From an optimization exercise on the open Yosys and OpenROAD flow, aimed at small area; shortcuts taken in it are not production practice.
In this exercise RTL edits were held to simulation tests only and were not proved equivalent to the original.
Power figures rest on the tool's default switching activity, not on a simulated workload.

`config.mk`:
```
export PLATFORM = sky130hd
export DESIGN_NAME = timestamp_extract
export DESIGN_NICKNAME = timestamp_extract
export VERILOG_FILES = /design/flow/design.v
export SDC_FILE = /design/flow/constraint.sdc
export NUM_CORES = 4
export LEC_CHECK = 0
export CAP_MARGIN = 20
export CORE_MARGIN = 2
export CORE_UTILIZATION = 50
export SLEW_MARGIN = 20
```
`constraint.sdc`:
```
create_clock -name core_clock -period 6.0 [get_ports {axis_aclk}]
set_input_delay 1.2000 -clock core_clock [delete_from_list [all_inputs] [get_ports {axis_aclk}]]
set_output_delay 1.2000 -clock core_clock [all_outputs]
set_load 0.01 [all_outputs]
```
`design.v`:
```
module timestamp_extract #(
   parameter logic [11:0] SYNC_VLAN_ID = 12'h05A,
   parameter int          FIFO_DEPTH   = 16,
   parameter int          NUM_SLOTS    = 3
) (
   input  logic                        axis_aclk,
   input  logic                        axis_areset,
   input  logic                        i_axis_tvalid,
   input  logic [511:0]                i_axis_tdata,
   input  logic [63:0]                 i_axis_tkeep,
   input  logic                        i_axis_tlast,
   input  logic                        i_axis_tready,
   input  logic [63:0]                 i_curr_tick,
   output logic                        o_rec_valid,
   input  logic                        i_rec_ready,
   output logic [161:0]                o_rec_data,
   output logic                        o_rec_last,
   output logic [$clog2(FIFO_DEPTH):0] o_fifo_level,
   output logic                        o_sync_seen,
   output logic [31:0]                 o_rec_count,
   output logic [31:0]                 o_drop_count
);
   localparam int AW       = $clog2(FIFO_DEPTH);
   localparam int LW       = AW + 1;
   localparam int RW       = 163;
   logic                 state_mid;
   logic                 beat_acc;
   logic                 sync_beat;
   logic                 busy;
   logic                 capture;
   logic                 drop_busy;
   logic [NUM_SLOTS-1:0] occ_mask;
   logic [NUM_SLOTS-1:0] pend_mask;
   logic [NUM_SLOTS-1:0] rem_mask;
   logic [95:0]          slot_q [NUM_SLOTS];
   logic [95:0]          cur_slot;
   logic [1:0]           cur_idx;
   logic [63:0]          rx_tick_q;
   logic [RW-1:0]        push_rec;
   logic [RW-1:0]        mem [FIFO_DEPTH];
   logic [RW-1:0]        rd_word;
   logic [AW-1:0]        wr_ptr;
   logic [AW-1:0]        rd_ptr;
   logic [LW-1:0]        fifo_level;
   logic                 full;
   logic                 pop;
   logic                 wr_en;
   logic                 drop_full;
   assign beat_acc  = i_axis_tvalid & i_axis_tready;
   assign sync_beat = beat_acc && !state_mid
                      && (i_axis_tdata[103:96] == 8'h81) && (i_axis_tdata[111:104] == 8'h00)
                      && ({i_axis_tdata[115:112], i_axis_tdata[127:120]} == SYNC_VLAN_ID);
   assign busy      = |pend_mask;
   assign capture   = sync_beat & ~busy;
   assign drop_busy = sync_beat & busy;
   always_comb begin
      occ_mask = '0;
      for (int k = 0; k < NUM_SLOTS; k++) begin
         occ_mask[k] = (i_axis_tdata[144+96*k +: 32] != 32'hDEADBEEF)
                       && (&i_axis_tkeep[18+12*k +: 12]);
      end
   end
   logic sel0, sel1, sel2;
   assign sel0     = pend_mask[0];
   assign sel1     = ~pend_mask[0] & pend_mask[1];
   assign sel2     = ~pend_mask[0] & ~pend_mask[1];
   assign cur_slot = ({96{sel0}} & slot_q[0]) | ({96{sel1}} & slot_q[1])
                   | ({96{sel2}} & slot_q[2]);
   assign cur_idx  = {sel2, sel1};
   assign rem_mask = {pend_mask[2] & ~sel2, pend_mask[1] & ~sel1, 1'b0};
   assign push_rec = {cur_idx, cur_slot, rx_tick_q, (rem_mask == '0)};
   assign full      = fifo_level[AW];
   assign pop       = o_rec_valid & i_rec_ready;
   assign wr_en     = busy & (~full | pop);
   assign drop_full = busy & full & ~pop;
   always_comb begin
      rd_word = '0;
      for (int i = 0; i < FIFO_DEPTH; i++) begin
         rd_word = rd_word | ({RW{o_rec_valid && (rd_ptr == AW'(i))}} & mem[i]);
      end
   end
   assign o_rec_valid  = (fifo_level != '0);
   assign o_rec_data   = rd_word[RW-1:1];
   assign o_rec_last   = rd_word[0];
   assign o_fifo_level = fifo_level;
   always_ff @(posedge axis_aclk) begin
      for (int i = 0; i < FIFO_DEPTH; i++) begin
         if (wr_en && (wr_ptr == AW'(i))) begin
            mem[i] <= push_rec;
         end
      end
   end
   always_ff @(posedge axis_aclk) begin
      if (capture) begin
         rx_tick_q <= i_curr_tick;
         for (int k = 0; k < NUM_SLOTS; k++) begin
            slot_q[k] <= i_axis_tdata[144+96*k +: 96];
         end
      end
   end
   always_ff @(posedge axis_aclk or posedge axis_areset) begin
      if (axis_areset) begin
         state_mid    <= 1'b0;
         pend_mask    <= '0;
         o_sync_seen  <= 1'b0;
         wr_ptr       <= '0;
         rd_ptr       <= '0;
         fifo_level   <= '0;
         o_rec_count  <= '0;
         o_drop_count <= '0;
      end else begin
         if (beat_acc) begin
            state_mid <= ~i_axis_tlast;
         end
         o_sync_seen <= capture;
         if (capture) begin
            pend_mask <= occ_mask;
         end else if (busy) begin
            pend_mask <= rem_mask;
         end
         if (wr_en) begin
            wr_ptr <= wr_ptr + AW'(1);
         end
         if (pop) begin
            rd_ptr <= rd_ptr + AW'(1);
         end
         case ({wr_en, pop})
            2'b10:   fifo_level <= fifo_level + LW'(1);
            2'b01:   fifo_level <= fifo_level - LW'(1);
            default: fifo_level <= fifo_level;
         endcase
         if (wr_en && (o_rec_count != '1)) begin
            o_rec_count <= o_rec_count + 32'd1;
         end
         if (drop_busy | drop_full) begin
            if (o_drop_count[31:1] == '1) begin
               o_drop_count <= '1;
            end else begin
               o_drop_count <= o_drop_count + {30'd0, drop_busy & drop_full, drop_busy ^ drop_full};
            end
         end
      end
   end
endmodule
```
`flow/run.sh`:
```
#!/bin/bash
set -euo pipefail
export BUFFER_PORTS_ARGS="-buffer_cell sky130_fd_sc_hd__buf_1"
export CTS_ARGS="-sink_clustering_enable -repair_clock_nets -dont_use_dummy_load -buf_list {sky130_fd_sc_hd__clkbuf_4 sky130_fd_sc_hd__clkbuf_8} -sink_clustering_size 30"
bash standard.sh > standard_flow.log 2>&1
```
`standard.sh`:
```
#!/bin/bash
# synth_recipe.tcl (not shown) runs the flow's synth.tcl, then flattens the netlist and writes it again
# the make line also repeats each setting of config.mk as NAME=value (left out here)
make -C /OpenROAD-flow-scripts/flow DESIGN_CONFIG=/design/flow/config.mk WORK_HOME=/design/flow/orfs CLKGATE_MAP_FILE= SYNTH_SCRIPT=/design/flow/synth_recipe.tcl "${@:-finish}"
```
==> results.toml <==
[run_status]
outcome = "complete, no violations"

[placement]
gp_congestion = 0.938
io_buffers = 655
place_inst = 9874
dpl.hpwl_um = 199000
dpl_cell_area_um2 = 121000

[drt]
drc_errors = 0
vias = 68300
drtAntennaViolNets = 0
wire_per_inst_um = 33.5
vias_per_cell = 6.56
wirelength_um = 348000
drtIter0Drc = 8798
firstDrtPassIters = 9

[cts]
htreeDepth = 5
root_buffer = "clkbuf_8"
cts_max_path_buffers = 4
clkTransAtPathRegs_ns = 0.06
cts.sinks = 3042
clk_latency_ns = 1.14
cts_tree = "done"
cts_buffers = 487

[floorplan]
fp.dieW_um = 480
start_util_pct = 50.4
fp.dieH_um = 480
rows = 174
core_region_area_um2 = 225000
die_area_um2 = 231000
io_pins = 880

[yosys]
synth_edf_count = 2960
synthAdderAreaFrac_pct = 0.223
synth.cell_area_um2 = 113000
synth_compound_area_share_pct = 11.9
netlist_instances = 6383
async_flop_share_pct = 2.70
ys_top_cells_by_area = "edfxtp_1 (78%), a22oi_1 (2.8%), dfrtp_1 (1.8%)"
synth_area_leader_cell = "edfxtp_1"
synthXorXnorAreaFrac_pct = 0.494
synth-seq-cells = 3042
synth-simple-area-share_pct = 3.33
synth_nets = 7048
ys_warn_count = 3
syn_area_per_cell_um2 = 17.8
yosysUniqueCellTypes = 73
synth-seq-area-share_pct = 80.1
netlist.area_leader.share_pct = 78.3
synth-main-ff-cell = "edfxtp_1"
synth_top_family_by_area = "compound AO/OA/AOI/OAI gates"
yosys-mux-area-fraction_pct = 2.37

[worst_setup_path]
required_ns = 4.80
path_max_fanout = 43
endpoint_kind = "primary output"
cp.arrival_ns = 4.76
path_class = "flip-flop to primary output"
slowest_stage = "dfrtp_4"
critPathMaxStageDelay_ns = 0.84
worst_setup_path_start_kind = "flip-flop"
timing.rr.start = "fifo_level[0]$_DFFE_PP0P_"
cp_cell_sequence = "nand2b_4 -> nor2_4 -> buf_4 -> a221oi_1 -> o21ai_1 -> buf_1"
rrSetupSlack_ns = 1.78
regToRegEndpoint = "fifo_level[4]$_DFFE_PP0P_"
r2r_cells = 13

[power]
p_leak_nw = 39.7
power.density_nw_per_um2 = 420
ir_drop_mv = 0.450

[min_path]
hold_end = "slot_q[1][86]$_DFFE_PP_"
hold_class = "input pin to flip-flop"
min_path_cells = 1
hold_start = "i_axis_tdata[326]"

[cells_and_area]
stdcell_count = 10400
nets = 8052
drive_above_1_share_pct = 13.0
area_delta_synth_final_pct = 13.2
stdcell_area_um2 = 128000

[global_routing]
grt_usage_pct = 29.6
antenna_found_initial = 36
grt_pass1_wl_um = 487000
grt_pass1_vias = 66600
overflow = 0
grt_max_degree = 138

[timing]
max_freq_ghz = 0.168
slew_viol_final = 0
fin_crit_ns = 5.96
hold_viol_final = 0
worstMarginPinSlew_ns = 1.18
finalSetupViolCount = 0
post-route-period-util_pct = 99.3
finalSetupTns_ns = 0
fin_skew_ns = 0.115
rsz0062_at_grt = "false"
maxSlewHeadroom_pct = 21.2

[run]
drv_cap = 0
## registers in the layout (all words and copies together) (netlist names), 3 cells and up
signal and cells:
fifo_level 5, mem 2608, o_drop_count 32, o_rec_count 32, pend_mask 3, rd_ptr 4
rx_tick_q 64, slot_q 288, wr_ptr 4
## per-stage QoR
stage	worst slack, ns	total power [W]	util (%)	hold WS (ns)
3_3_place_gp	1.06	0.0398	53.9	0.484
2_1_floorplan	-4.76	0.0324	-	0.510
3_5_place_dp	1.05	0.0399	53.9	0.486
5_1_grt	0.000404	0.0557	57.1	0.163
4_1_cts	-0.00504	0.0540	57.0	0.138
6_report	0.0438	0.0539	57.1	0.223
## cell families after synthesis
group	count (synthesis)
flip-flops	3042
AO/OA/AOI/OAI	1744
AND/OR/NAND/NOR	815
buffers and inverters	462
multiplexers	237
XOR/XNOR	64
adder cells (fa/ha/maj)	19
## area by class of cell
class / count / area [um2]
antenna: 32 / 80.1
clock buffer: 487 / 6700
fill: 17400 / 96700
inverter: 25 / 103
multi-input combinational: 2881 / 21400
sequential: 3042 / 91000
tap: 2992 / 3740
timing repair buffer: 950 / 5460
## cell usage after synthesis, drive strengths merged (112+ instances only)
cell type and instances:
a22o 168, a21oi 112, a221oi 145, nand2 403, edfxtp 2960, mux2i 191
buf 131, a222oi 200, clkbuf 306, nor2 130, o21ai 239, a22oi 419
## per-layer routing
| layer | track usage, % | part of all wire, % | vias up | routed length [um] |
|---|---|---|---|---|
| met5 | 0 | 0.0034 | - | 12 |
| met4 | 9.43 | 3.1 | 2 | 10700 |
| met3 | 5.30 | 10 | 599 | 35000 |
| met2 | 46.5 | 47 | 4132 | 163000 |
| met1 | 42.4 | 40 | 35300 | 139000 |
| li1 | - | - | 28300 | - |
## layout by cell type (no fill, tap or decap), types with 19 or more instances in the layout
master	n
edfxtp_1	2960
buf_1	655
clkbuf_8	487
a22oi_1	419
nand2_1	401
buf_4	229
a222oi_1	200
mux2i_1	191
a22o_1	168
o21ai_0	159
a221oi_1	145
nor2_1	109
a21oi_1	108
o211ai_1	80
dfrtp_1	78
a221o_1	60
buf_12	57
nand3_1	56
nand4_1	44
o21ai_1	39
a31oi_1	38
xnor2_1	38
o2bb2ai_1	34
a21o_1	34
o21ai_2	33
diode_2	32
o22ai_1	32
nor3_1	30
o2111ai_1	30
and3_1	29
xor2_1	26
a21boi_0	25
mux2_2	23
mux4_2	23
nor2_4	21
a311oi_1	21
a211oi_1	20
inv_1	19
## where the power goes
group | total [W] | internal (W) | switching [W]
registers | 0.0232 | 0.0230 | 0.000164
logic | 0.0165 | 0.00508 | 0.0114
clock network | 0.0142 | 0.00710 | 0.00715
total | 0.0539 | 0.0352 | 0.0187
## how the worst max path moves through the flow
| stage | endpoint | slack, ns | startpoint | cells past startpoint |
|---|---|---|---|---|
| CTS | o_rec_data[88] | -0.005 | rd_ptr[0]$_DFFE_PP0P_ | 8 |
| global route | o_rec_data[17] | 0.0004 | rd_ptr[1]$_DFFE_PP0P_ | 10 |
| global placement | o_drop_count[18]$_DFFE_PP0P_ | 1.06 | i_axis_tdata[101] | 14 |
| finish | o_rec_data[68] | 0.04 | rd_ptr[2]$_DFFE_PP0P_ | 6 |
| detailed placement | o_drop_count[18]$_DFFE_PP0P_ | 1.05 | i_axis_tdata[101] | 14 |
| floorplan | o_sync_seen$_DFF_PP0_ | -4.76 | i_axis_tdata[102] | 3 |
## critical path: cells and delay by family (launching register included)
| kind | cells | cell delay, ns |
|---|---|---|
| AO/OA/AOI/OAI | 2 | 0.72 |
| buffers and inverters | 2 | 1.03 |
| flip-flops | 1 | 0.84 |
| AND/OR/NAND/NOR | 2 | 0.91 |
## repair_timing
action | CTS | global route
resized for setup | 9 | 3
pin swaps | 3 | 2
cloned | 0 | 2
setup endpoints to repair | 9 | 9
hold buffers | 1 | 0
setup buffers | 10 | 1
endpoints found under the hold margin | 7 | 0

port drivers added, routing unchanged:
Ports are ideal in the flow. The routed layout listed here was re-timed in OpenROAD. Step 1: set_driving_cell puts a clkbuf_16 on axis_aclk and a buf_2 on each other input, an assumption about the parent block. Step 2 also shifts input and output timing later by t, the mid clock arrival at the registers, as if the neighbouring blocks saw the same clock. Three values: no drivers, after step 1, after step 2; two values: the first two.
t, ns: 1.196
setup slack, ns: 0.044 / -0.066 / 1.036
hold slack, ns: 0.223 / 0.137 / 0.505
worst setup path after step 2: input to register
After both steps setup and hold are still met in this run. The setup slack of this run moves by -0.110 ns with the drivers and by +0.992 ns with both steps.
